What follows belongs to an exercise in optimizing a design on an open flow for small area; a production flow would make more cautious choices. The RTL was checked by simulation tests, not by an equivalence proof against the original design. The flow treats the clock pin as an ideal source, which a real chip does not have. Power is estimated from default activity; no workload was simulated.

==> design.v <==
package rob_pkg;
    typedef logic [32-1:0]      word_t;
    typedef logic [$clog2(32)-1:0] tag_t;
    typedef logic [4:0]            reg_idx_t;
    typedef logic [1:0] op_kind_t;
    localparam op_kind_t OP_REG    = 2'd0;
    localparam op_kind_t OP_STORE  = 2'd1;
    localparam op_kind_t OP_BRANCH = 2'd2;
    localparam op_kind_t OP_JALR   = 2'd3;
    typedef logic [1:0] store_size_t;
    localparam store_size_t SZ_BYTE = 2'd0;
    localparam store_size_t SZ_HALF = 2'd1;
    localparam store_size_t SZ_WORD = 2'd2;
    typedef enum logic [1:0] {
        C_IDLE,
        C_STORE_REQ,
        C_STORE_RELEASE
    } commit_state_t;
endpackage
`timescale 1ns/1ps
module rob_pointers (
    input  logic clk,
    input  logic rst_n,
    input  logic alloc_valid,
    input  logic retire,
    input  logic flush,
    output rob_pkg::tag_t alloc_tag,
    output rob_pkg::tag_t head_tag,
    output logic full,
    output logic empty
);
    logic [$clog2(32):0] tail_ptr;
    logic [$clog2(32):0] head_ptr;
    always_ff @(posedge clk or negedge rst_n) begin
        if (!rst_n) begin
            tail_ptr <= '0;
            head_ptr <= '0;
        end else if (flush) begin
            tail_ptr <= '0;
            head_ptr <= '0;
        end else begin
            if (alloc_valid) begin
                tail_ptr <= tail_ptr + 1'b1;
            end
            if (retire) begin
                head_ptr <= head_ptr + 1'b1;
            end
        end
    end
    logic same_idx;
    assign same_idx  = (tail_ptr[$clog2(32)-1:0] == head_ptr[$clog2(32)-1:0]);
    assign alloc_tag = tail_ptr[$clog2(32)-1:0];
    assign head_tag  = head_ptr[$clog2(32)-1:0];
    assign full      = same_idx && (tail_ptr[$clog2(32)] != head_ptr[$clog2(32)]);
    assign empty     = same_idx && (tail_ptr[$clog2(32)] == head_ptr[$clog2(32)]);
endmodule
`timescale 1ns/1ps
module rob_entries (
    input  logic        clk,
    input  logic        rst_n,
    input  logic        alloc_valid,
    input  rob_pkg::tag_t alloc_tag,
    input  rob_pkg::op_kind_t alloc_kind,
    input  rob_pkg::reg_idx_t alloc_dest,
    input  rob_pkg::store_size_t alloc_size,
    input  logic        cdb_valid,
    input  rob_pkg::tag_t cdb_tag,
    input  rob_pkg::word_t cdb_value,
    input  rob_pkg::word_t cdb_addr,
    input  logic        cdb_mispredict,
    input  rob_pkg::word_t cdb_target,
    input  rob_pkg::tag_t lookup_tag,
    output logic        lookup_ready,
    output rob_pkg::word_t lookup_value,
    input  rob_pkg::tag_t head_tag,
    input  logic        retire,
    input  logic        flush,
    output logic        head_ready,
    output rob_pkg::op_kind_t head_kind,
    output rob_pkg::reg_idx_t head_info,      
    output rob_pkg::word_t head_value,
    output rob_pkg::word_t head_xaddr,     
    output logic        head_mispredict
);
    localparam int N = 32;
    logic [N-1:0] ready;
    rob_pkg::op_kind_t    kind  [N];
    rob_pkg::reg_idx_t    info  [N];
    rob_pkg::word_t       value [N];
    rob_pkg::word_t       xaddr [N];
    logic [N-1:0]         mispredict;
    logic [N-1:0] alloc_sel, cdb_sel, head_sel, lookup_sel;
    always_comb begin
        for (int i = 0; i < N; i++) begin
            alloc_sel[i]  = (int'(alloc_tag) == i);
            cdb_sel[i]    = (int'(cdb_tag) == i);
            head_sel[i]   = (int'(head_tag) == i);
            lookup_sel[i] = (int'(lookup_tag) == i);
        end
    end
    always_ff @(posedge clk or negedge rst_n) begin
        if (!rst_n) begin
            ready <= '0;
        end else if (flush) begin
            ready <= '0;
        end else begin
            for (int i = 0; i < N; i++) begin
                if (retire && head_sel[i]) begin
                    ready[i] <= 1'b0;
                end else if (cdb_valid && cdb_sel[i]) begin
                    ready[i] <= 1'b1;
                end else if (alloc_valid && alloc_sel[i]) begin
                    ready[i] <= 1'b0;
                end
            end
        end
    end
    logic cdb_is_store;
    always_comb begin
        cdb_is_store = 1'b0;
        for (int i = 0; i < N; i++) begin
            cdb_is_store = cdb_is_store | (cdb_sel[i] & (kind[i] == rob_pkg::OP_STORE));
        end
    end
    rob_pkg::reg_idx_t alloc_info;
    rob_pkg::word_t    cdb_xaddr;
    assign alloc_info = {alloc_dest[4:2],
                         (alloc_kind == rob_pkg::OP_STORE) ? alloc_size : alloc_dest[1:0]};
    assign cdb_xaddr  = cdb_is_store ? cdb_addr : cdb_target;
    always_ff @(posedge clk) begin
        for (int i = 0; i < N; i++) begin
            if (alloc_valid && alloc_sel[i]) begin
                kind[i] <= alloc_kind;
                info[i] <= alloc_info;
            end
            if (cdb_valid && cdb_sel[i]) begin
                value[i]      <= cdb_value;
                xaddr[i]      <= cdb_xaddr;
                mispredict[i] <= cdb_mispredict;
            end
        end
    end
    logic bypass_hit;
    assign bypass_hit = cdb_valid && (cdb_tag == lookup_tag);
    always_comb begin
        lookup_ready = bypass_hit;
        lookup_value = bypass_hit ? cdb_value : '0;
        for (int i = 0; i < N; i++) begin
            lookup_ready = lookup_ready | (lookup_sel[i] & ready[i]);
            lookup_value = lookup_value | ({32{lookup_sel[i] & !bypass_hit}} & value[i]);
        end
    end
    always_comb begin
        head_ready      = 1'b0;
        head_kind       = '0;
        head_info       = '0;
        head_value      = '0;
        head_xaddr      = '0;
        head_mispredict = 1'b0;
        for (int i = 0; i < N; i++) begin
            head_ready      = head_ready      | (head_sel[i] & ready[i]);
            head_kind       = head_kind       | ({2{head_sel[i]}} & kind[i]);
            head_info       = head_info       | ({5{head_sel[i]}} & info[i]);
            head_value      = head_value      | ({32{head_sel[i]}} & value[i]);
            head_xaddr      = head_xaddr      | ({32{head_sel[i]}} & xaddr[i]);
            head_mispredict = head_mispredict | (head_sel[i] & mispredict[i]);
        end
    end
endmodule
`timescale 1ns/1ps
module store_align (
    input  rob_pkg::word_t head_addr,
    input  rob_pkg::store_size_t head_size,
    input  rob_pkg::word_t head_value,
    output logic [3:0]  mem_be,
    output rob_pkg::word_t store_word
);
    logic [1:0]        offset;
    logic [2*32-1:0] doubled;
    assign offset = head_addr[1:0];
    always_comb begin
        case (head_size)
            rob_pkg::SZ_BYTE: mem_be = 4'b0001 << offset;
            rob_pkg::SZ_HALF: mem_be = offset[1] ? 4'b1100 : 4'b0011;
            rob_pkg::SZ_WORD: mem_be = 4'b1111;
            default: mem_be = 4'b1111;
        endcase
    end
    assign doubled    = {head_value, head_value} << (8 * offset);
    assign store_word = doubled[2*32-1 -: 32];
endmodule
`timescale 1ns/1ps
module commit_fsm (
    input  logic       clk,
    input  logic       rst_n,
    input  logic       head_ready,
    input  rob_pkg::op_kind_t head_kind,
    input  rob_pkg::reg_idx_t head_info,
    input  rob_pkg::word_t head_value,
    input  logic       head_mispredict,
    input  rob_pkg::word_t head_xaddr,
    input  rob_pkg::tag_t head_tag,
    input  rob_pkg::word_t store_word,
    input  logic [3:0] mem_be_in,
    input  logic       mem_ack,
    output logic       retire,
    output logic       flush,
    output rob_pkg::word_t redirect_pc,
    output logic       commit_valid,
    output rob_pkg::reg_idx_t commit_rd,
    output rob_pkg::word_t commit_value,
    output rob_pkg::tag_t commit_tag,
    output logic       mem_req,
    output rob_pkg::word_t mem_addr,
    output rob_pkg::word_t mem_wdata,
    output logic [3:0] mem_be
);
    logic releasing;
    logic idle_ready;
    logic head_is_store;
    logic writes_reg;
    logic redirects;
    logic store_start;
    assign idle_ready    = !mem_req && !releasing && head_ready;
    assign head_is_store = (head_kind == rob_pkg::OP_STORE);
    assign writes_reg    = (head_kind == rob_pkg::OP_REG) || (head_kind == rob_pkg::OP_JALR);
    assign redirects     = head_kind[1] && head_mispredict;
    assign store_start   = idle_ready && head_is_store;
    always_ff @(posedge clk or negedge rst_n) begin
        if (!rst_n) begin
            mem_req   <= 1'b0;
            releasing <= 1'b0;
        end else begin
            mem_req   <= store_start || (mem_req && !mem_ack);
            releasing <= (mem_req || releasing) && mem_ack;
        end
    end
    assign mem_addr  = {head_xaddr[32-1:2], 2'b00};
    assign mem_wdata = store_word;
    assign mem_be    = mem_be_in;
    assign retire = (idle_ready && !head_is_store)
                    || (releasing && !mem_ack);
    assign commit_valid = idle_ready && writes_reg;
    assign commit_rd    = head_info;
    assign commit_value = head_value;
    assign commit_tag   = head_tag;
    assign flush       = idle_ready && redirects;
    assign redirect_pc = head_xaddr;
endmodule
`timescale 1ns/1ps
module rob_top (
    input  logic        clk,
    input  logic        rst_n,
    input  logic        alloc_valid,
    input  rob_pkg::op_kind_t alloc_kind,
    input  rob_pkg::reg_idx_t alloc_dest,
    input  rob_pkg::store_size_t alloc_size,
    output rob_pkg::tag_t alloc_tag,
    output logic        full,
    output logic        empty,
    input  logic        cdb_valid,
    input  rob_pkg::tag_t cdb_tag,
    input  rob_pkg::word_t cdb_value,
    input  rob_pkg::word_t cdb_addr,
    input  logic        cdb_mispredict,
    input  rob_pkg::word_t cdb_target,
    input  rob_pkg::tag_t lookup_tag,
    output logic        lookup_ready,
    output rob_pkg::word_t lookup_value,
    output logic        commit_valid,
    output rob_pkg::reg_idx_t commit_rd,
    output rob_pkg::word_t commit_value,
    output rob_pkg::tag_t commit_tag,
    output logic        mem_req,
    output rob_pkg::word_t mem_addr,
    output rob_pkg::word_t mem_wdata,
    output logic [3:0]  mem_be,
    input  logic        mem_ack,
    output logic        flush,
    output rob_pkg::word_t redirect_pc
);
    rob_pkg::tag_t        head_tag;
    logic        retire;
    logic        head_ready;
    rob_pkg::op_kind_t    head_kind;
    rob_pkg::reg_idx_t    head_info;
    rob_pkg::word_t       head_value;
    rob_pkg::word_t       head_xaddr;
    logic        head_mispredict;
    logic [3:0]  store_be;
    rob_pkg::word_t       store_word;
    rob_pointers u_rob_pointers (
        .clk         (clk),
        .rst_n       (rst_n),
        .alloc_valid (alloc_valid),
        .retire      (retire),
        .flush       (flush),
        .alloc_tag   (alloc_tag),
        .head_tag    (head_tag),
        .full        (full),
        .empty       (empty)
    );
    rob_entries u_rob_entries (
        .clk             (clk),
        .rst_n           (rst_n),
        .alloc_valid     (alloc_valid),
        .alloc_tag       (alloc_tag),
        .alloc_kind      (alloc_kind),
        .alloc_dest      (alloc_dest),
        .alloc_size      (alloc_size),
        .cdb_valid       (cdb_valid),
        .cdb_tag         (cdb_tag),
        .cdb_value       (cdb_value),
        .cdb_addr        (cdb_addr),
        .cdb_mispredict  (cdb_mispredict),
        .cdb_target      (cdb_target),
        .lookup_tag      (lookup_tag),
        .lookup_ready    (lookup_ready),
        .lookup_value    (lookup_value),
        .head_tag        (head_tag),
        .retire          (retire),
        .flush           (flush),
        .head_ready      (head_ready),
        .head_kind       (head_kind),
        .head_info       (head_info),
        .head_value      (head_value),
        .head_xaddr      (head_xaddr),
        .head_mispredict (head_mispredict)
    );
    store_align u_store_align (
        .head_addr  (head_xaddr),
        .head_size  (head_info[1:0]),
        .head_value (head_value),
        .mem_be     (store_be),
        .store_word (store_word)
    );
    commit_fsm u_commit_fsm (
        .clk             (clk),
        .rst_n           (rst_n),
        .head_ready      (head_ready),
        .head_kind       (head_kind),
        .head_info       (head_info),
        .head_value      (head_value),
        .head_mispredict (head_mispredict),
        .head_xaddr      (head_xaddr),
        .head_tag        (head_tag),
        .store_word      (store_word),
        .mem_be_in       (store_be),
        .mem_ack         (mem_ack),
        .retire          (retire),
        .flush           (flush),
        .redirect_pc     (redirect_pc),
        .commit_valid    (commit_valid),
        .commit_rd       (commit_rd),
        .commit_value    (commit_value),
        .commit_tag      (commit_tag),
        .mem_req         (mem_req),
        .mem_addr        (mem_addr),
        .mem_wdata       (mem_wdata),
        .mem_be          (mem_be)
    );
endmodule
==> run.sh <==
#!/bin/bash
# synth_recipe.tcl (not shown) runs the flow's synth.tcl, then flattens the netlist and writes it again
# the make line also repeats each setting of config.mk as NAME=value (left out here)
make -C /OpenROAD-flow-scripts/flow DESIGN_CONFIG=/design/flow/config.mk WORK_HOME=/design/flow/orfs CLKGATE_MAP_FILE= SYNTH_SCRIPT=/design/flow/synth_recipe.tcl finish
==> config.mk <==
export PLATFORM = sky130hd
export DESIGN_NAME = rob_top
export DESIGN_NICKNAME = rob_top
export VERILOG_FILES = /design/flow/design.v
export SDC_FILE = /design/flow/constraint.sdc
export NUM_CORES = 4
export LEC_CHECK = 0
export CAP_MARGIN = 20
export CORE_MARGIN = 2
export CORE_UTILIZATION = 40
export PLACE_DENSITY = 0.6
export SLEW_MARGIN = 20
==> constraint.sdc <==
create_clock -name core_clock -period 10.0 [get_ports {clk}]
set_input_delay 2.0000 -clock core_clock [delete_from_list [all_inputs] [get_ports {clk}]]
set_output_delay 2.0000 -clock core_clock [all_outputs]
set_load 0.01 [all_outputs]
==> results of run 1 <==
==> flip-flops by register name, indices dropped and copies added, names as in the netlist <==
register / flops
u_commit_fsm.mem_req: 1
u_commit_fsm.releasing: 1
u_rob_entries.info: 160
u_rob_entries.kind: 64
u_rob_entries.mispredict: 32
u_rob_entries.ready: 32
u_rob_entries.value: 1024
u_rob_entries.xaddr: 1024
u_rob_pointers.head_ptr: 6
u_rob_pointers.tail_ptr: 6
==> area by class of cell <==
class	instances	area [sq um]	share of cell area (%)
antenna	22	55.1	0.0499
clock inverter	174	1850	1.68
timing repair buffer	574	5430	4.92
tap	3150	3940	3.57
sequential	2350	70300	63.7
clock buffer	260	5890	5.34
multi-input combinational	2961	22600	20.5
inverter	60	225	0.204
==> Yosys cell counts, types with 16 or more instances <==
library cell,n,share of area (%)
a211oi_1,19,0.15
a211oi_2,50,0.66
a21oi_1,63,0.33
a221oi_1,155,1.4
a222oi_1,98,1.0
a22o_1,159,1.5
a22oi_1,1088,8.6
a32o_1,18,0.19
a32oi_1,30,0.28
and3_1,19,0.13
and4_1,17,0.16
buf_1,58,0.23
buf_2,154,0.81
buf_4,52,0.41
buf_6,23,0.27
clkbuf_1,199,0.79
dfrtp_1,46,1.2
edfxtp_1,2304,73
inv_1,60,0.24
mux2_2,64,0.76
mux2i_1,95,1.0
nand2_1,221,0.88
nand3_1,127,0.67
nand4_1,247,1.6
nor2_1,98,0.39
nor2b_1,25,0.17
nor3_1,35,0.19
o21ai_0,46,0.24
or3_1,16,0.11
or4_1,59,0.47
==> cell families (layout without fill, tap and decap cells) <==
| logic type | after synthesis | in the layout |
|---|---|---|
| compound gates | 1801 | 1801 |
| mux | 161 | 161 |
| other cells | 1 | 24 |
| xor+xnor | 18 | 18 |
| buf+inv | 546 | 1068 |
| fa+ha+maj | 13 | 13 |
| flops | 2350 | 2350 |
| simple gates | 966 | 966 |
==> cells in the final DEF, fill, tap and decap left out, types with 64 or more instances in the layout <==
master / netlist / final
nor2_1: 98 / 64
clkbuf_16: 0 / 231
a222oi_1: 98 / 98
a22oi_1: 1088 / 1088
nand4_1: 247 / 247
a221oi_1: 155 / 155
mux2i_1: 95 / 95
mux2_2: 64 / 64
buf_4: 52 / 240
nand3_1: 127 / 127
a22o_1: 159 / 159
clkdlybuf4s50_1: 0 / 294
edfxtp_1: 2304 / 2304
nand2_1: 221 / 219
==> through the flow <==
stage	utilization (%)	std cells
2_1_floorplan	-	5857
3_3_place_gp	43.6	9090
6_report	46.9	9551
3_5_place_dp	43.6	9091
4_1_cts	46.9	9525
5_1_grt	46.9	9540
==> routing by layer <==
metal | vias to the layer above | wire length [microns] | GRT usage (%)
li1 | 25406 | - | -
met1 | 34957 | 147000 | 44.6
met2 | 8045 | 181000 | 50.4
met3 | 2089 | 71800 | 12.5
met4 | 27 | 33400 | 20.6
met5 | - | 574 | 0.972
==> worst reg2reg max path, cell delays in order (launching register included) <==
cell	delay [ns]
dfrtp_2	0.82
buf_4	0.50
and4_4	0.91
buf_4	1.14
a22oi_1	0.35
nand4_1	0.20
nor4_1	0.07
nand2_1	0.11
inv_1	0.06
ha_1	0.19
nor2_1	0.09
nor2_1	0.04
a21oi_1	0.34
and2_2	0.99
mux2i_1	0.30
nor2_1	0.06
==> worst max path at each step <==
| stage | startpoint | to | slack (ns) | cells past startpoint |
|---|---|---|---|---|
| detailed placement | cdb_tag[3] | lookup_value[5] | 1.42 | 11 |
| floorplan | cdb_tag[1] | lookup_value[30] | 3.93 | 10 |
| global route | cdb_tag[3] | lookup_value[5] | 1.19 | 11 |
| global placement | cdb_tag[3] | lookup_value[5] | 1.45 | 11 |
| finish | cdb_tag[3] | lookup_value[5] | 1.18 | 11 |
| CTS | cdb_tag[3] | lookup_value[5] | 1.40 | 11 |
==> report_power, final <==
| part | internal (mW) | leakage, nW | switching [mW] | total (mW) |
|---|---|---|---|---|
| Combinational | 3.47 | 9.47 | 5.52 | 9.00 |
| Clock | 4.97 | 3.75 | 3.97 | 8.94 |
| Sequential | 11.1 | 21.3 | 0.257 | 11.4 |
| Total | 19.6 | 34.6 | 9.75 | 29.3 |
==> flow_metrics.tcl, run 1 <==
set metrics [dict create \
    cts_htree_levels 4 \
    synth_seq_cells 2350 \
    r2r_end "u_rob_pointers.head_ptr[1]" \
    clock_latency_ns 0.91 \
    synth_flop_cell "edfxtp_1" \
    io_pins 306 \
    synth_compound_area_share_pct 15.1 \
    rsz0062_at_grt "false" \
    path_cells "clkdlybuf4s50_1 > xnor2_1 > and4_4 > buf_4 > nand2_2 > buf_12 > nand2_1 > o2111ai_1 > a221oi_1 > nand3_1 > clkdlybuf4s50_1" \
    power_mw 29.3 \
    nets 6312 \
    synth-async-reset-ratio_pct 1.96 \
    worst_r2r_path_depth 15 \
    antenna_left 0 \
    io_buffers 303 \
    clk_path_buf_depth 3 \
    numCtsBuffers 231 \
    clk_pin_slew_worst_paths_ns 0.06 \
    wirelength_microns 434000 \
    end_kind "output pin" \
    grt.overflow.total 0 \
    min_path_cells 1 \
    synth_top_family_by_area "compound AO/OA/AOI/OAI gates" \
    crit_family "buffers and inverters" \
    ys_types 74 \
    core_region_area_sq_um 235000 \
    crit_top_cell "clkdlybuf4s50_1" \
    cap_viol_max_count 0 \
    synth_cells 5856 \
    cts_tree "yes" \
    place_area_sq_um 103000 \
    clock_sinks 2350 \
    antenna_found_initial 29 \
    muxShareOfSynthArea_pct 1.80 \
    cp.arrival_ns 6.82 \
    die_w_microns 490 \
    pwr_density_cell_nw_per_um2 266 \
    path_max_fanout 30 \
    period_share_pct 88.2 \
    grt_max_degree 72 \
    root_buffer "clkbuf_16" \
    finalSetupViolCount 0 \
    die_h_microns 490 \
    synth-edff-count 2304 \
    grt_pass1_wl_microns 573000 \
    first_pass_iters 14 \
    cts_hold_buf 0 \
    status "complete, no violations" \
    slew_viol_final 0 \
    yosys.area_share.adder_pct 0.172 \
    viasPerCell 7.38 \
    final_layout_size_suffix_gt1_share_pct 13.5 \
    gp_congestion 1.00 \
    final_cell_area_sq_um 110000 \
    ir_drop_mv 0.512 \
    start_util_pct 40.2 \
    synthToLayoutAreaGrowth_pct 16.6 \
    yosys_warnings 8 \
    max_slew_margin_pct 10.0 \
    timing.fmax_mhz 113 \
    fin_crit_ns 8.82 \
    grt_pass1_vias 65306 \
    tns_ns 0 \
    slowest_delay_ns 0.86 \
    cts.repair.resized 0 \
    drcViolationCount 0 \
    holdWs_ns 0.563 \
    yosys.area_share.simple_pct 5.68 \
    vias 70524 \
    syn_avg_cell_area_sq_um 16.2 \
    critPathKind "in2out" \
    fin_ws_ns 1.18 \
    routedWlPerCell_microns 45.4 \
    dieArea_sq_um 241000 \
    ys_seq_area_share_pct 74.3 \
    worst_pin_slew_ns 1.35 \
    r2r_slack_ns 3.71 \
    synthesis.area_sq_um 94600 \
    r2r_start "u_rob_pointers.head_ptr[4]" \
    n_fill_cell 20095 \
    critPathLaunchType "primary input" \
    hold_start "u_commit_fsm.mem_req" \
    critPathBufInv 4 \
    p_leak_nw 34.6 \
    num_rows 178 \
    hold_viol 0 \
    dp_slack_ns 1.42 \
    finClkSkew_ns 0.0339 \
    hold_end "u_commit_fsm.releasing" \
    synth-xor-area-share_pct 0.167 \
    critical-path-slowest-cell "clkdlybuf4s50_1" \
    drt_iter0_markers 16745 \
    critical_path_required_ns 8.00 \
    post-cts-setup-buffer-count 0 \
    grt_usage_pct 34.7 \
    worstHoldPathType "reg2reg" \
    hpwl_microns 229000 \
]
==> run 2: changes to the inputs <==
--- a/design.v
+++ b/design.v
@@ -103,13 +103,6 @@
             ready <= '0;
-        end else if (flush) begin
-            ready <= '0;
         end else begin
             for (int i = 0; i < N; i++) begin
-                if (retire && head_sel[i]) begin
-                    ready[i] <= 1'b0;
-                end else if (cdb_valid && cdb_sel[i]) begin
-                    ready[i] <= 1'b1;
-                end else if (alloc_valid && alloc_sel[i]) begin
-                    ready[i] <= 1'b0;
-                end
+                ready[i] <= !flush && !(retire && head_sel[i])
+                            && (ready[i] || (cdb_valid && cdb_sel[i]));
             end
--- a/config.mk
+++ b/config.mk
@@ -9,4 +9,7 @@
 export CORE_MARGIN = 2
-export CORE_UTILIZATION = 40
-export PLACE_DENSITY = 0.6
+export CORE_UTILIZATION = 55
+export CTS_BUF_LIST = sky130_fd_sc_hd__clkbuf_16
+export CTS_CLUSTER_DIAMETER = 80
+export CTS_CLUSTER_SIZE = 25
+export PLACE_DENSITY = 0.65
 export SLEW_MARGIN = 20
==> run 2 against run 1 <==
Still clean. Register-to-register slack improved by 1.3 ns. Cell area down 5.8%. Flip-flop and latch count unchanged. First-iteration DRC count increased by 1.9%. Critical path type unchanged. Highest routed layer unchanged.
==> flow_metrics.tcl, run 2 <==
set metrics [dict create \
    gp_congestion 1.01 \
    place_area_sq_um 100000 \
    cap_viol_max_count 0 \
    p_leak_nw 31.8 \
    ys_types 69 \
    synthTopCellsByArea "edfxtp_1 (74%), a22oi_1 (9.2%), nand4_1 (1.9%), a222oi_1 (1.2%), dfrtp_1 (1.2%)" \
    root_buffer "clkbuf_16" \
    synth_cells 5812 \
    clock_sinks 2350 \
    post-synth-top-area-cell "edfxtp_1" \
    period_share_pct 90.3 \
    max_slew_margin_pct 11.1 \
    ir_drop_mv 0.267 \
    final_common_cell "edfxtp_1" \
    critPathKind "in2out" \
    syn_avg_cell_area_sq_um 16.1 \
    clock_latency_ns 0.85 \
    hold_viol 0 \
    cp.arrival_ns 7.03 \
    path_max_fanout 24 \
    cts.repair.resized 0 \
    hpwl_microns 208000 \
    slowest_delay_ns 1.12 \
    synth_most_common_cell "edfxtp_1" \
    status "complete, no violations" \
    drt_iter0_markers 17057 \
    wirelength_microns 400000 \
    holdWs_ns 0.579 \
    finalSetupViolCount 0 \
    yosys_warnings 8 \
    dieArea_sq_um 173000 \
    io_buffers 303 \
    cts_tree "yes" \
    synthesis.area_sq_um 93300 \
    start_util_pct 55.3 \
    power_mw 25.2 \
    reg.largest.list "u_rob_entries.value: 1024 flops, u_rob_entries.xaddr: 1024 flops, u_rob_entries.info: 160 flops" \
    finClkSkew_ns 0.0378 \
    viasPerCell 8.25 \
    clk_path_buf_depth 3 \
    vias 68465 \
    worst_pin_slew_ns 1.33 \
    path_cells "clkdlybuf4s50_1 > buf_4 > nor2b_1 > nand3_1 > a211oi_4 > buf_4 > a22oi_1 > nand4_1 > a2111oi_0 > nand4_1 > clkdlybuf4s50_1" \
    dp.cells 8090 \
    routedWlPerCell_microns 48.2 \
    fin_ws_ns 0.965 \
    final_cells 8295 \
    worstHoldPathType "reg2reg" \
    synthToLayoutAreaGrowth_pct 11.4 \
    critPathLaunchType "primary input" \
    nets 6130 \
    dp_slack_ns 1.41 \
    grt.overflow.total 0 \
    grt_usage_pct 45.2 \
    synth-async-reset-ratio_pct 1.96 \
    numCtsBuffers 118 \
    synth_seq_cells 2350 \
    cts_htree_levels 3 \
    rsz0062_at_grt "false" \
    first_pass_iters 14 \
    final_layout_size_suffix_gt1_share_pct 9.85 \
    io_pins 306 \
    grt_max_degree 74 \
    cts_hold_buf 0 \
    critical_path_required_ns 8.00 \
    final_cell_area_sq_um 104000 \
    die_h_microns 416 \
    tns_ns 0 \
    pwr_density_cell_nw_per_um2 242 \
    ys_seq_area_share_pct 75.3 \
    die_w_microns 416 \
    fin_crit_ns 9.03 \
    core_region_area_sq_um 169000 \
    grt_pass1_vias 62658 \
    post-cts-setup-buffer-count 0 \
    synth_top_cell_area_share_pct 74.1 \
    antenna_found_initial 21 \
    timing.fmax_mhz 111 \
    drcViolationCount 0 \
    postLayoutCoreUtil_pct 61.6 \
    clk_pin_slew_worst_paths_ns 0.08 \
    grt_pass1_wl_microns 532000 \
    mostFrequentLayoutCells "edfxtp_1 (2304), a22oi_1 (1141), clkdlybuf4s50_1 (296)" \
    end_kind "output pin" \
    netlist_top_cells_count "edfxtp_1 (2304), a22oi_1 (1141), nand2_1 (294)" \
    antenna_left 0 \
    synth-edff-count 2304 \
    critical-path-slowest-cell "a211oi_4" \
    synth_flop_cell "edfxtp_1" \
    slew_viol_final 0 \
    num_rows 151 \
]
-- run 2: logic make-up (layout without fill, tap and decap cells) --
| family | Yosys count | count (layout) | share of synthesized area, % |
|---|---|---|---|
| and+or+nand+nor | 1141 | 1141 | 6.51 |
| AOI/OAI and AO/OA | 1669 | 1669 | 14.1 |
| other | 1 | 20 | 0.00402 |
| buffers and inverters | 499 | 745 | 2.37 |
| DFF | 2350 | 2350 | 75.3 |
| muxes | 123 | 123 | 1.38 |
| adders and majority gates | 13 | 13 | 0.174 |
| xor gates and xnor gates | 16 | 16 | 0.150 |
-- run 2: metal layers --
layer	track usage (%)	vias to the layer above	wire length, microns
li1	-	24728	-
met1	59.3	33645	130000
met2	65.0	8014	168000
met3	15.0	2064	67400
met4	28.8	14	34300
met5	0.0556	-	80
-- run 2: power by group --
group          switching [mW]  internal [mW]  leakage, nW
clock network            3.26           2.47         1.89
logic                    5.00           3.11         8.53
registers               0.212           11.1         21.3
-- run 2: worst paths after layout --
kind	start	end	slack [ns]	cells past startpoint
setup reg to reg	u_rob_pointers.head_ptr[2]	u_rob_pointers.head_ptr[3]	5.05	12
hold reg to reg	u_rob_pointers.tail_ptr[5]	u_rob_pointers.tail_ptr[5]	0.58	2
hold / removal	u_rob_pointers.tail_ptr[5]	u_rob_pointers.tail_ptr[5]	0.58	2
setup / recovery	lookup_tag[1]	lookup_value[24]	0.97	11
max in group asynchronous	rst_n	u_rob_pointers.head_ptr[4]	8.24	2
min in group asynchronous	rst_n	u_rob_pointers.tail_ptr[1]	1.25	2
-- run 2: final cells by class --
cell class / instances / area [sq um]
Antenna cell: 18 / 45.0
Clock inverter: 62 / 759
Inverter: 20 / 75.1
Clock buffer: 121 / 3030
Multi-Input combinational cell: 2964 / 21800
Tap cell: 2218 / 2780
Fill cell: 12385 / 64900
Sequential cell: 2350 / 70300
Timing Repair Buffer: 542 / 5110
-- run 2: worst max-delay path: cells and delay by family --
kind / cells / cell delay (ns)
AND/OR/NAND/NOR: 4 / 1.56
buffers and inverters: 4 / 2.09
AO/OA/AOI/OAI: 3 / 1.33
==> run 3: changes to the inputs <==
==> flow/run.sh (new file) <==
#!/bin/bash
# The standard layout, with a leaner clock tree (no dummy loads, larger sink
# clusters of clkbuf_16) and single-drive port buffers. make's full output
# goes to standard_make.log here; each ORFS step's log is under orfs/logs/.
set -euo pipefail
bash standard.sh \
  "CTS_ARGS=-sink_clustering_enable -repair_clock_nets -dont_use_dummy_load -buf_list sky130_fd_sc_hd__clkbuf_16 -sink_clustering_size 25 -sink_clustering_max_diameter 80" \
  "BUFFER_PORTS_ARGS=-buffer_cell sky130_fd_sc_hd__buf_1" \
  finish > standard_make.log 2>&1
==> standard.sh (new file) <==
#!/bin/bash
# synth_recipe.tcl (not shown) runs the flow's synth.tcl, then flattens the netlist and writes it again
# the make line also repeats each setting of config.mk as NAME=value (left out here)
make -C /OpenROAD-flow-scripts/flow DESIGN_CONFIG=/design/flow/config.mk WORK_HOME=/design/flow/orfs CLKGATE_MAP_FILE= SYNTH_SCRIPT=/design/flow/synth_recipe.tcl "${@:-finish}"
--- a/config.mk
+++ b/config.mk
@@ -10,5 +10,2 @@
 export CORE_UTILIZATION = 55
-export CTS_BUF_LIST = sky130_fd_sc_hd__clkbuf_16
-export CTS_CLUSTER_DIAMETER = 80
-export CTS_CLUSTER_SIZE = 25
 export PLACE_DENSITY = 0.65
removed: run.sh
==> run 3 against run 2 <==
Global-route usage grew 0.25 points. Clock-buffer cell count is 5 lower. Clock power fell by 12%. Highest routed layer unchanged. Sequential power hardly changed. Critical endpoint is now lookup_value[25]. Register-to-register slack gained 0.17 ns. Core utilization down 1.6 points. Synthesized area unchanged.
==> flow_metrics.tcl, run 3 <==
set metrics [dict create \
    status "complete, no violations" \
    r2r_end "u_rob_pointers.head_ptr[3]" \
    synth_flop_cell "edfxtp_1" \
    pwr_density_cell_nw_per_um2 230 \
    synth_most_common_cell "edfxtp_1" \
    min_path_cells 2 \
    timing.fmax_mhz 121 \
    slew_viol_final 0 \
    final_common_cell "edfxtp_1" \
    dp_slack_ns 1.96 \
    cts_htree_levels 3 \
    synth_compound_area_share_pct 14.1 \
    synthesis.area_sq_um 93300 \
    hold_end "u_rob_pointers.tail_ptr[5]" \
    synthTopCellsByArea "edfxtp_1 (74%), a22oi_1 (9.2%), nand4_1 (1.9%), a222oi_1 (1.2%), dfrtp_1 (1.2%)" \
    p_leak_nw 30.6 \
    rsz0062_at_grt "false" \
    drt_iter0_markers 17363 \
    end_kind "output pin" \
    post-synth-top-area-cell "edfxtp_1" \
    cts_tree "yes" \
    worst_r2r_path_depth 12 \
    nets 6147 \
    synth-edff-count 2304 \
    dieArea_sq_um 173000 \
    root_buffer "clkbuf_16" \
    r2r_slack_ns 5.22 \
    grt.overflow.total 0 \
    yosys_warnings 8 \
    ys_types 69 \
    io_buffers 303 \
    critical_path_required_ns 8.00 \
    clock_sinks 2350 \
    finClkSkew_ns 0.0743 \
    clock_power_share_pct 21.7 \
    slowest_delay_ns 0.87 \
    yosys.area_share.simple_pct 6.51 \
    first_pass_iters 15 \
    syn_avg_cell_area_sq_um 16.1 \
    clk_path_buf_depth 3 \
    p_int_mw 15.1 \
    hold_viol 0 \
    critPathLaunch "lookup_tag[2]" \
    critical-path-slowest-cell "nor4bb_4" \
    clock_latency_ns 0.84 \
    swShare_pct 35.2 \
    muxShareOfSynthArea_pct 1.38 \
    io_pins 306 \
    synth-async-reset-ratio_pct 1.96 \
    drcViolationCount 0 \
    die_w_microns 416 \
    grt_max_degree 72 \
    cts_hold_buf 0 \
    netlist_top_cells_count "edfxtp_1 (2304), a22oi_1 (1141), nand2_1 (294)" \
    antenna_left 0 \
    ys_seq_area_share_pct 75.3 \
    synth_top_cell_area_share_pct 74.1 \
    multiInputGateArea_sq_um 21800 \
    synth_cells 5812 \
    numCtsBuffers 116 \
    r2r_start "u_rob_pointers.head_ptr[4]" \
    critPathKind "in2out" \
    routedWlPerCell_microns 48.6 \
    worst_pin_slew_ns 1.27 \
    final_layout_size_suffix_gt1_share_pct 9.37 \
    ir_drop_mv 0.208 \
    die_h_microns 416 \
    critPathLaunchType "primary input" \
    switchingPower_mw 8.20 \
    comb_power_share_pct 29.7 \
    wirelength_microns 401000 \
    synth_seq_cells 2350 \
    worstHoldPathType "reg2reg" \
    place_area_sq_um 98300 \
    n_fill_cell 12626 \
    synth_top_family_by_area "compound AO/OA/AOI/OAI gates" \
    max_slew_margin_pct 15.0 \
    path_max_fanout 26 \
    period_share_pct 82.7 \
    path_cells "clkbuf_2 > nor4bb_4 > buf_4 > nand2_1 > a21oi_4 > buf_12 > a22o_1 > a221oi_1 > and4_1 > nand4_1 > buf_1" \
    regArea_sq_um 70300 \
    mostFrequentLayoutCells "edfxtp_1 (2304), a22oi_1 (1141), buf_1 (296)" \
    gp_congestion 1.04 \
    synth-xor-area-share_pct 0.150 \
    finalSetupViolCount 0 \
    grt_usage_pct 45.4 \
    fin_ws_ns 1.73 \
    reg.largest.list "u_rob_entries.value: 1024 flops, u_rob_entries.xaddr: 1024 flops, u_rob_entries.info: 160 flops" \
    tns_ns 0 \
    clk_pin_slew_worst_paths_ns 0.08 \
    post-cts-setup-buffer-count 0 \
    start_util_pct 55.3 \
    antenna_found_initial 21 \
    vias 68659 \
    cap_viol_max_count 0 \
    hpwl_microns 212000 \
    num_rows 151 \
    viasPerCell 8.33 \
    hold_start "u_rob_pointers.tail_ptr[5]" \
    holdWs_ns 0.573 \
    cp.arrival_ns 6.27 \
    fin_crit_ns 8.27 \
    synthToLayoutAreaGrowth_pct 8.53 \
    cts.repair.resized 0 \
    grt_pass1_wl_microns 535000 \
    yosys.area_share.adder_pct 0.174 \
    p_seq_share_pct 48.6 \
    grt_pass1_vias 62812 \
    final_cell_area_sq_um 101000 \
    core_region_area_sq_um 169000 \
]
## run 3: cell counts after synthesis
No cell type changed its count.
## run 3: cells by family (layout without fill, tap and decap cells)
| group | Yosys count | after routing |
|---|---|---|
| compound gates | 1669 | 1669 |
| xor+xnor | 16 | 16 |
| fa+ha+maj | 13 | 13 |
| buf+inv | 499 | 697 |
| flops | 2350 | 2350 |
| mux | 123 | 123 |
| other cells | 1 | 19 |
| simple gates | 1141 | 1141 |
## run 3: power by group through the flow
stage          Combinational [mW]  Clock, mW  Sequential, mW
4_1_cts                      6.60       5.00            11.3
5_1_grt                      7.05       5.30            11.3
3_3_place_gp                 6.53          0            11.5
3_5_place_dp                 6.58          0            11.5
2_1_floorplan                3.74          0            11.4
6_report                     6.92       5.05            11.3
## run 3: worst max-delay path, delay by kind of cell
family,cells,cell delay [ns]
buf+inv,4,1.62
simple gates,4,1.54
compound gates,3,1.07
## run 3: area by class of cell
cell class	instances	share of cell area (%)
inverters	20	0.0741
well taps	2218	2.74
clock buffers	116	2.87
diodes	17	0.0420
flip-flops and latches	2350	69.4
repair buffers	561	3.30
multi-input cells	2964	21.5
## run 3: worst max-delay path by stage
stage | to | cells after the start
finish | lookup_value[25] | 11
global route | lookup_value[17] | 10
CTS | lookup_value[17] | 10
detailed placement | lookup_value[17] | 10
global placement | lookup_value[17] | 10
floorplan | lookup_value[24] | 11
## run 3: stage by stage
step	power [mW]	cells	util [%]
floorplan	15.2	5813	-
global route	23.7	8233	60.0
finish	23.3	8246	60.0
CTS	22.9	8226	59.9
global placement	18.1	8104	58.1
detailed placement	18.1	8110	58.2
## run 3: layer usage
| layer | vias up | track usage [%] | routed length (microns) |
|---|---|---|---|
| met2 | 8120 | 64.9 | 167000 |
| li1 | 24676 | - | - |
| met1 | 33645 | 59.0 | 129000 |
| met3 | 2204 | 16.1 | 69000 |
| met5 | - | 0.222 | 141 |
| met4 | 14 | 29.9 | 36100 |
==> run 4: changes to the inputs <==
==> flow/run.sh (replaced) <==
#!/bin/bash
# The standard layout, with a leaner clock tree (no dummy loads, larger sink
# clusters of clkbuf_8) and single-drive port buffers. make's full output
# goes to standard_make.log here; each ORFS step's log is under orfs/logs/.
set -euo pipefail
bash standard.sh \
  "CTS_ARGS=-sink_clustering_enable -repair_clock_nets -dont_use_dummy_load -buf_list sky130_fd_sc_hd__clkbuf_8 -sink_clustering_size 14 -sink_clustering_max_diameter 60" \
  "BUFFER_PORTS_ARGS=-buffer_cell sky130_fd_sc_hd__buf_1" \
  finish > standard_make.log 2>&1
==> run 4 against run 3 <==
Flip-flop and latch count unchanged. Sequential share of layout area increased by 0.14 points. Clock power decreased by 4.8%. Non-clock buffer count decreased by 1. Maximum frequency decreased by 0.45%. First-iteration DRC count increased by 4.6%. Largest cell class unchanged. Synthesized area unchanged. Register-to-register slack got worse by 0.02 ns. Clock-buffer cell count increased by 80. Still clean. Critical path type is now reg2out.
==> flow_metrics.tcl, run 4 <==
set metrics [dict create \
    power_mw 23.0 \
    wirelength_microns 402000 \
    path_max_fanout 35 \
    cap_viol_max_count 0 \
    period_share_pct 83.1 \
    finClkSkew_ns 0.0876 \
    synthToLayoutAreaGrowth_pct 8.30 \
    io_buffers 303 \
    drcViolationCount 0 \
    antenna_found_initial 20 \
    reg.largest.list "u_rob_entries.value: 1024 flops, u_rob_entries.xaddr: 1024 flops, u_rob_entries.info: 160 flops" \
    worst_pin_slew_ns 1.30 \
    slew_viol_final 0 \
    hold_viol 0 \
    synth_top_cell_area_share_pct 74.1 \
    worstHoldPathType "reg2reg" \
    synthTopCellsByArea "edfxtp_1 (74%), a22oi_1 (9.2%), nand4_1 (1.9%), a222oi_1 (1.2%), dfrtp_1 (1.2%)" \
    die_w_microns 416 \
    cts_hold_buf 0 \
    synth-edff-count 2304 \
    syn_avg_cell_area_sq_um 16.1 \
    max_slew_margin_pct 12.9 \
    synth_most_common_cell "edfxtp_1" \
    holdWs_ns 0.576 \
    multiInputGateArea_sq_um 21800 \
    netlist_top_cells_count "edfxtp_1 (2304), a22oi_1 (1141), nand2_1 (294)" \
    p_leak_nw 30.6 \
    nets 6226 \
    n_fill_cell 12676 \
    grt_usage_pct 45.6 \
    synth_flop_cell "edfxtp_1" \
    final_cells 8334 \
    mostFrequentLayoutCells "edfxtp_1 (2304), a22oi_1 (1141), buf_1 (296)" \
    core_region_area_sq_um 169000 \
    fin_crit_ns 8.31 \
    post-synth-top-area-cell "edfxtp_1" \
    synthesis.area_sq_um 93300 \
    clk_path_buf_depth 3 \
    vias 69061 \
    root_buffer "clkbuf_8" \
    rsz0062_at_grt "false" \
    cts_htree_levels 4 \
    grt.overflow.total 0 \
    tns_ns 0 \
    critPathKind "reg2out" \
    synth-async-reset-ratio_pct 1.96 \
    critical_path_required_ns 8.00 \
    cts_tree "yes" \
    ys_seq_area_share_pct 75.3 \
    regArea_sq_um 70300 \
    r2r_slack_ns 5.20 \
    drt_iter0_markers 18157 \
    yosys_warnings 8 \
    ir_drop_mv 0.205 \
    grt_pass1_vias 63371 \
    grt_pass1_wl_microns 537000 \
    start_util_pct 55.3 \
    num_rows 151 \
    cp.arrival_ns 6.31 \
    fin_ws_ns 1.69 \
    clock_latency_ns 1.09 \
    pwr_density_cell_nw_per_um2 228 \
    clk_pin_slew_worst_paths_ns 0.10 \
    final_layout_size_suffix_gt1_share_pct 10.5 \
    dp_slack_ns 1.96 \
    status "complete, no violations" \
    grt_max_degree 72 \
    final_cell_area_sq_um 101000 \
    timing.fmax_mhz 120 \
    ys_types 69 \
    critPathLaunchType "flop" \
    dp.cells 8110 \
    place_area_sq_um 98300 \
    final_common_cell "edfxtp_1" \
    antenna_left 0 \
    end_kind "output pin" \
    routedWlPerCell_microns 48.2 \
    io_pins 306 \
    synth_seq_cells 2350 \
    first_pass_iters 14 \
    dieArea_sq_um 173000 \
    hpwl_microns 212000 \
    postLayoutCoreUtil_pct 59.9 \
    numCtsBuffers 196 \
    post-cts-setup-buffer-count 0 \
    synth_cells 5812 \
    clock_sinks 2350 \
    gp_congestion 1.04 \
    viasPerCell 8.29 \
    finalSetupViolCount 0 \
    die_h_microns 416 \
    cts.repair.resized 0 \
]
-- run 4: cell counts after synthesis --
No cell type changed its count.
-- run 4: worst paths after layout --
| path | startpoint | end | depth (start not counted) |
|---|---|---|---|
| max reg2reg | u_rob_pointers.head_ptr[3] | u_rob_entries.ready[13] | 10 |
| max in group asynchronous | rst_n | u_rob_entries.ready[3] | 2 |
| min | u_rob_pointers.tail_ptr[5] | u_rob_pointers.tail_ptr[5] | 2 |
| min reg2reg | u_rob_pointers.tail_ptr[5] | u_rob_pointers.tail_ptr[5] | 2 |
| max | u_rob_pointers.head_ptr[1] | mem_wdata[15] | 12 |
| min in group asynchronous | rst_n | u_rob_pointers.tail_ptr[3] | 2 |
-- run 4: cell families (layout without fill, tap and decap cells) --
logic type / after synthesis / in the layout / share of synthesized area, %
buffers and inverters: 499 / 776 / 2.37
DFF: 2350 / 2350 / 75.3
AOI/OAI and AO/OA: 1669 / 1669 / 14.1
and+or+nand+nor: 1141 / 1141 / 6.51
xor gates and xnor gates: 16 / 16 / 0.150
other: 1 / 28 / 0.00402
adders and majority gates: 13 / 13 / 0.174
muxes: 123 / 123 / 1.38
-- run 4: layout make-up --
cell class	count	share of cell area [%]
Multi-Input combinational cell	2964	21.6
Antenna cell	26	0.0644
Timing Repair Buffer	560	3.28
Sequential cell	2350	69.6
Clock buffer	196	2.67
Tap cell	2218	2.75
Inverter	20	0.0743
-- run 4: per-layer routing --
layer | vias up | track usage (%) | share of wire (%)
li1 | 24806 | - | -
met1 | 33835 | 59.3 | 33
met2 | 8192 | 65.1 | 42
met3 | 2214 | 16.7 | 17
met4 | 14 | 29.0 | 8.6
met5 | - | 0.139 | 0.066
-- run 4: where the power goes --
| group | switching (mW) | internal, mW |
|---|---|---|
| Combinational | 4.99 | 1.92 |
| Sequential | 0.199 | 11.1 |
| Clock | 3.08 | 1.74 |
| Total | 8.26 | 14.8 |
-- run 4: worst max-delay path: stages (launching register included) --
cell	delay [ns]
dfrtp_1	0.49
inv_1	0.14
ha_1	0.61
and4b_4	0.97
buf_4	0.66
buf_4	0.61
a22oi_1	0.20
nand4_1	0.17
a2111oi_0	0.11
nand3_2	0.14
buf_4	0.58
mux2i_1	0.30
buf_1	0.18
==> run 5: changes to the inputs <==
--- a/flow/run.sh
+++ b/flow/run.sh
@@ -6,3 +6,3 @@
 bash standard.sh \
-  "CTS_ARGS=-sink_clustering_enable -repair_clock_nets -dont_use_dummy_load -buf_list sky130_fd_sc_hd__clkbuf_8 -sink_clustering_size 14 -sink_clustering_max_diameter 60" \
+  "CTS_ARGS=-sink_clustering_enable -repair_clock_nets -dont_use_dummy_load -buf_list sky130_fd_sc_hd__clkbuf_8 -sink_clustering_size 16 -sink_clustering_max_diameter 80" \
   "BUFFER_PORTS_ARGS=-buffer_cell sky130_fd_sc_hd__buf_1" \
==> run 5 against run 4 <==
Flip-flop and latch count stayed put. Wire length about the same. Sequential power barely moved. Critical path depth did not move. Core utilization decreased by 0.24 points.
==> flow_metrics.tcl, run 5 <==
set metrics [dict create \
    first_pass_iters 16 \
    cts_tree "yes" \
    die_h_microns 416 \
    end_kind "output pin" \
    hpwl_microns 212000 \
    viasPerCell 8.29 \
    post-synth-top-area-cell "edfxtp_1" \
    core_region_area_sq_um 169000 \
    dieArea_sq_um 173000 \
    synthTopCellsByArea "edfxtp_1 (74%), a22oi_1 (9.2%), nand4_1 (1.9%), a222oi_1 (1.2%), dfrtp_1 (1.2%)" \
    start_util_pct 55.3 \
    post-cts-setup-buffer-count 0 \
    final_common_cell "edfxtp_1" \
    muxShareOfSynthArea_pct 1.38 \
    ys_types 69 \
    cts_hold_buf 0 \
    yosys_warnings 8 \
    cap_viol_max_count 0 \
    synth_cells 5812 \
    pwr_density_cell_nw_per_um2 226 \
    vias 68831 \
    num_rows 151 \
    ir_drop_mv 0.206 \
    worstHoldPathType "reg2reg" \
    drcViolationCount 0 \
    synth_compound_area_share_pct 14.1 \
    synth-xor-area-share_pct 0.150 \
    synth-edff-count 2304 \
    path_cells "inv_1 > ha_1 > and4b_4 > buf_4 > buf_4 > a22oi_1 > nand4_1 > a2111oi_0 > nand3_2 > buf_4 > mux2i_1 > buf_1" \
    crit_top_cell "buf_4" \
    gp_congestion 1.04 \
    drt_iter0_markers 17818 \
    regArea_sq_um 70300 \
    fin_crit_ns 8.34 \
    mostFrequentLayoutCells "edfxtp_1 (2304), a22oi_1 (1141), buf_1 (296)" \
    clock_sinks 2350 \
    synth-async-reset-ratio_pct 1.96 \
    path_max_fanout 35 \
    grt_pass1_vias 63146 \
    finalSetupViolCount 0 \
    slew_viol_final 0 \
    critPathKind "reg2out" \
    period_share_pct 83.4 \
    nets 6197 \
    antenna_found_initial 21 \
    crit_family "buffers and inverters" \
    wirelength_microns 402000 \
    multiInputGateArea_sq_um 21800 \
    status "complete, no violations" \
    critical-path-slowest-cell "and4b_4" \
    critPathLaunchType "flop" \
    io_buffers 303 \
    synth_top_cell_area_share_pct 74.1 \
    p_leak_nw 30.3 \
    critical_path_required_ns 8.00 \
    synth_most_common_cell "edfxtp_1" \
    rsz0062_at_grt "false" \
    finClkSkew_ns 0.0723 \
    ys_seq_area_share_pct 75.3 \
    die_w_microns 416 \
    tns_ns 0 \
    r2r_slack_ns 5.26 \
    n_fill_cell 12726 \
    clock_latency_ns 1.05 \
    synth_flop_cell "edfxtp_1" \
    synth_seq_cells 2350 \
    netlist_top_cells_count "edfxtp_1 (2304), a22oi_1 (1141), nand2_1 (294)" \
    numCtsBuffers 167 \
    worst_pin_slew_ns 1.37 \
    reg.largest.list "u_rob_entries.value: 1024 flops, u_rob_entries.xaddr: 1024 flops, u_rob_entries.info: 160 flops" \
    slowest_delay_ns 0.98 \
    grt_max_degree 72 \
    final_layout_size_suffix_gt1_share_pct 10.1 \
    clk_pin_slew_worst_paths_ns 0.10 \
    yosys.area_share.simple_pct 6.51 \
    cts.repair.resized 0 \
    yosys.area_share.adder_pct 0.174 \
    critPathBufInv 5 \
    synth_top_family_by_area "compound AO/OA/AOI/OAI gates" \
    timing.fmax_mhz 120 \
    grt.overflow.total 0 \
    cts_htree_levels 4 \
    clk_path_buf_depth 3 \
    antenna_left 0 \
    hold_viol 0 \
    dp.cells 8110 \
    grt_pass1_wl_microns 536000 \
    root_buffer "clkbuf_8" \
    grt_usage_pct 45.5 \
    routedWlPerCell_microns 48.4 \
    synthToLayoutAreaGrowth_pct 7.86 \
    cp.arrival_ns 6.34 \
    final_cells 8300 \
    max_slew_margin_pct 8.40 \
    io_pins 306 \
    synthesis.area_sq_um 93300 \
    syn_avg_cell_area_sq_um 16.1 \
]
## run 5: cell families after synthesis
group / count (synthesis)
flops: 2350
simple gates: 1141
xor+xnor: 16
fa+ha+maj: 13
compound gates: 1669
mux: 123
other cells: 1
buf+inv: 499
## run 5: stage by stage
stage	power [mW]	worst slack (ns)	util (%)	hold slack, ns	cell area, sq um
floorplan	15.2	3.89	-	0.529	93400
finish	22.8	1.66	59.6	0.576	101000
CTS	22.3	1.88	59.6	0.580	101000
global route	23.1	1.75	59.6	0.620	101000
detailed placement	18.1	1.96	58.2	0.564	98300
global placement	18.1	2.05	58.1	0.546	98200
## run 5: final cells by class
cell class | instances | share of cell area [%]
Sequential cell | 2350 | 69.9
Multi-Input combinational cell | 2964 | 21.7
Timing Repair Buffer | 560 | 3.29
Tap cell | 2218 | 2.76
Clock buffer | 167 | 2.28
Inverter | 20 | 0.0746
Antenna cell | 21 | 0.0522
## run 5: worst paths after layout
check | start | end | cells after the start
worst max register to register | u_rob_pointers.head_ptr[3] | u_rob_entries.ready[13] | 10
worst max-delay path | u_rob_pointers.head_ptr[1] | mem_wdata[23] | 12
min in group asynchronous | rst_n | u_rob_pointers.tail_ptr[3] | 2
worst min-delay path | u_rob_pointers.tail_ptr[5] | u_rob_pointers.tail_ptr[5] | 2
max in group asynchronous | rst_n | u_rob_pointers.head_ptr[4] | 2
worst min register to register | u_rob_pointers.tail_ptr[5] | u_rob_pointers.tail_ptr[5] | 2
## run 5: routing by layer
metal | vias to the layer above | share of wire (%) | GRT usage (%)
met2 | 8270 | 42 | 64.9
li1 | 24733 | - | -
met5 | - | 0.030 | 0
met3 | 2219 | 17 | 16.4
met4 | 16 | 8.7 | 29.6
met1 | 33593 | 32 | 59.1
## run 5: where the power goes
part           switching (mW)  internal, mW
Sequential              0.197          11.1
Combinational            5.02          1.92
Clock                    3.00          1.50
## run 5: worst min-delay path, cell delays in order (launching register included)
cell,delay (ns)
dfrtp_1,0.39
xnor2_1,0.12
nor2_1,0.04
==> run 6: changes to the inputs <==
==> flow/run.sh (replaced) <==
#!/bin/bash
# The standard layout, with a leaner clock tree (no dummy loads, larger sink
# clusters of clkbuf_16), single-drive port buffers, and an area recovery pass
# after clock tree synthesis (post_cts.tcl). make's full output goes to
# standard_make.log here; each ORFS step's log is under orfs/logs/.
set -euo pipefail
here=$(cd "$(dirname "$0")" && pwd)
bash standard.sh \
  "CTS_ARGS=-sink_clustering_enable -repair_clock_nets -dont_use_dummy_load -buf_list sky130_fd_sc_hd__clkbuf_16 -sink_clustering_size 25 -sink_clustering_max_diameter 80" \
  "BUFFER_PORTS_ARGS=-buffer_cell sky130_fd_sc_hd__buf_1" \
  "POST_CTS_TCL=$here/post_cts.tcl" \
  finish > standard_make.log 2>&1
==> flow/post_cts.tcl (new file) <==
# After clock tree synthesis and its timing repair: give back area on paths
# with slack to spare, keeping a margin, then re-legalise the placement.
estimate_parasitics -placement
repair_timing -recover_power 100 -setup_margin 1.0
detailed_placement
check_placement -verbose
estimate_parasitics -placement
report_worst_slack
report_design_area
==> run 6 against run 5 <==
Still clean. Register-to-register slack lost 0.07 ns. Synthesized cell count is the same. Die area is the same. Non-clock buffer count grew 68.
==> flow_metrics.tcl, run 6 <==
set metrics [dict create \
    ys_seq_area_share_pct 75.3 \
    dieArea_sq_um 173000 \
    final_layout_size_suffix_gt1_share_pct 9.69 \
    hold_start "u_rob_pointers.tail_ptr[5]" \
    path_max_fanout 35 \
    cap_viol_max_count 0 \
    drt_iter0_markers 18386 \
    finClkSkew_ns 0.0629 \
    final_common_cell "edfxtp_1" \
    grt_max_degree 72 \
    max_slew_margin_pct 13.2 \
    antenna_left 0 \
    grt_pass1_vias 62856 \
    num_rows 151 \
    r2r_start "u_rob_pointers.head_ptr[4]" \
    syn_avg_cell_area_sq_um 16.1 \
    wirelength_microns 400000 \
    fin_crit_ns 8.57 \
    slew_viol_final 0 \
    yosys_warnings 8 \
    post-synth-top-area-cell "edfxtp_1" \
    pwr_density_cell_nw_per_um2 227 \
    mostFrequentLayoutCells "edfxtp_1 (2304), a22oi_1 (1141), nand2_1 (294)" \
    core_region_area_sq_um 169000 \
    synth-async-reset-ratio_pct 1.96 \
    first_pass_iters 13 \
    clock_latency_ns 0.83 \
    netlist_top_cells_count "edfxtp_1 (2304), a22oi_1 (1141), nand2_1 (294)" \
    io_buffers 303 \
    hold_viol 0 \
    routedWlPerCell_microns 48.1 \
    synth_seq_cells 2350 \
    p_leak_nw 31.2 \
    finalSetupViolCount 0 \
    r2r_end "u_rob_pointers.head_ptr[3]" \
    worst_pin_slew_ns 1.30 \
    r2r_slack_ns 5.19 \
    drcViolationCount 0 \
    timing.fmax_mhz 117 \
    worstHoldPathType "reg2reg" \
    viasPerCell 8.29 \
    start_util_pct 55.3 \
    critPathLaunchType "primary input" \
    grt.overflow.total 0 \
    min_path_cells 2 \
    synthesis.area_sq_um 93300 \
    hpwl_microns 212000 \
    grt_use_met3_pct 15.8 \
    ys_types 69 \
    end_kind "output pin" \
    io_pins 306 \
    ir_drop_mv 0.213 \
    synth_most_common_cell "edfxtp_1" \
    synth_flop_cell "edfxtp_1" \
    cp.arrival_ns 6.57 \
    clk_pin_slew_worst_paths_ns 0.08 \
    tns_ns 0 \
    use_met1_pct 59.2 \
    vias 68925 \
    busiest_layer "met2" \
    synthTopCellsByArea "edfxtp_1 (74%), a22oi_1 (9.2%), nand4_1 (1.9%), a222oi_1 (1.2%), dfrtp_1 (1.2%)" \
    grt_pass1_wl_microns 535000 \
    synth_cells 5812 \
    synth_top_cell_area_share_pct 74.1 \
    gp_congestion 1.04 \
    critPathKind "in2out" \
    die_w_microns 416 \
    grt_usage_pct 45.4 \
    reg.largest.list "u_rob_entries.value: 1024 flops, u_rob_entries.xaddr: 1024 flops, u_rob_entries.info: 160 flops" \
    die_h_microns 416 \
    status "complete, no violations" \
    nets 6214 \
    rsz0062_at_grt "false" \
    critical_path_required_ns 8.00 \
    synth-edff-count 2304 \
    cts_tree "yes" \
    period_share_pct 85.7 \
    hold_end "u_rob_pointers.tail_ptr[5]" \
    holdWs_ns 0.573 \
    worst_r2r_path_depth 14 \
    clock_sinks 2350 \
    antenna_found_initial 24 \
    grt_use_met2_pct 64.8 \
    synthToLayoutAreaGrowth_pct 9.86 \
]
[run 6: cell count changes in the layout (fill, tap and decap cells not counted), moves of 6 or more]
cell / previous run / this run
clkbuf_8: 167 / 2
clkbuf_16: 0 / 116
buf_4: 236 / 150
clkbuf_2: 6 / 56
buf_16: 1 / 37
clkbuf_4: 1 / 32
mux2_1: 1 / 31
mux2_2: 47 / 17
buf_12: 16 / 35
clkbuf_1: 0 / 10
nor2_4: 34 / 24
nor2_2: 0 / 7
buf_2: 0 / 6
[run 6: worst max path at each step]
stage / end / from / depth (start not counted)
floorplan: lookup_value[24] / cdb_tag[1] / 11
global placement: lookup_value[17] / lookup_tag[2] / 10
detailed placement: lookup_value[17] / lookup_tag[2] / 10
global route: lookup_value[3] / cdb_tag[4] / 11
finish: lookup_value[25] / cdb_tag[4] / 11
[run 6: final cells by class]
cell class,instances,area (sq um)
Fill cell,12546,66300
Antenna cell,16,40.0
Sequential cell,2350,70300
Inverter,20,75.1
Tap cell,2218,2780
Multi-Input combinational cell,2964,21800
Timing Repair Buffer,628,4670
Clock buffer,116,2900
[run 6: per-stage QoR]
stage | total power, mW | setup slack (ns) | cells | cell area (sq um) | util, %
finish | 23.3 | 1.43 | 8312 | 103000 | 60.7
global route | 23.7 | 1.54 | 8298 | 103000 | 60.7
detailed placement | 18.1 | 1.96 | 8110 | 98300 | 58.2
global placement | 18.1 | 2.05 | 8104 | 98200 | 58.1
floorplan | 15.2 | 3.89 | 5813 | 93400 | -
[run 6: layer usage]
layer | wire length (microns) | up-vias
met5 | 253 | -
met4 | 34400 | 18
met3 | 69200 | 2171
met2 | 167000 | 8227
met1 | 130000 | 33691
li1 | - | 24818
[run 6: cell families after synthesis]
| logic type | Yosys count | synth area share (%) |
|---|---|---|
| compound gates | 1669 | 14.1 |
| xor+xnor | 16 | 0.150 |
| fa+ha+maj | 13 | 0.174 |
| buf+inv | 499 | 2.37 |
| flops | 2350 | 75.3 |
| mux | 123 | 1.38 |
| other cells | 1 | 0.00402 |
| simple gates | 1141 | 6.51 |
[run 6: power by group]
group / leakage [nW] / switching [mW] / internal [mW] / total (mW)
combinational: 8.40 / 5.02 / 1.94 / 6.95
clock: 1.43 / 3.00 / 2.06 / 5.05
sequential: 21.3 / 0.177 / 11.1 / 11.3
[run 6: worst max-delay path: stages]
cell	delay (ns)
buf_1	0.10
clkbuf_2	0.59
xnor2_1	0.22
and4_4	0.88
a211oi_4	0.32
clkbuf_2	0.80
a22o_1	0.49
a221oi_1	0.19
and3_1	0.21
nand4_1	0.43
buf_1	0.27

## port drivers added, routing unchanged
How much do the figures lean on ideal ports? The routed layouts below were timed once more, with nothing changed but the port constraints.
Step 1 assumes that a clkbuf_16 drives the clock port and a buf_2 every other input.
Step 2 times the ports against the registers' clock, not the clock port: input delays grow and output delays shrink by t, the midpoint of the rising clock arrivals with the driver on.
Three values: ideal ports, drivers, drivers and shift; two values: the first two.
run | shift t [ns] | slack for setup (ns) | latest minus earliest clock arrival (ns) | pins driven straight from the clock port
run 1 | 0.974 | 1.183 / 1.145 / 1.145 | 0.068 / 0.067 | 1
run 2 | 0.916 | 0.965 / 0.940 / 0.940 | 0.049 / 0.049 | 1
run 3 | 0.884 | 1.725 / 1.702 / 1.702 | 0.080 / 0.080 | 1
run 4 | 1.105 | 1.688 / 1.597 / 1.681 | 0.141 / 0.142 | 1
run 5 | 1.067 | 1.665 / 1.583 / 1.757 | 0.124 / 0.124 | 1
run 6 | 0.885 | 1.428 / 1.404 / 1.404 | 0.086 / 0.085 | 1
After both steps every run listed still meets setup and hold. The setup slack of run 1, which loses most, moves by -0.038 ns with the drivers and by -0.038 ns with both steps.
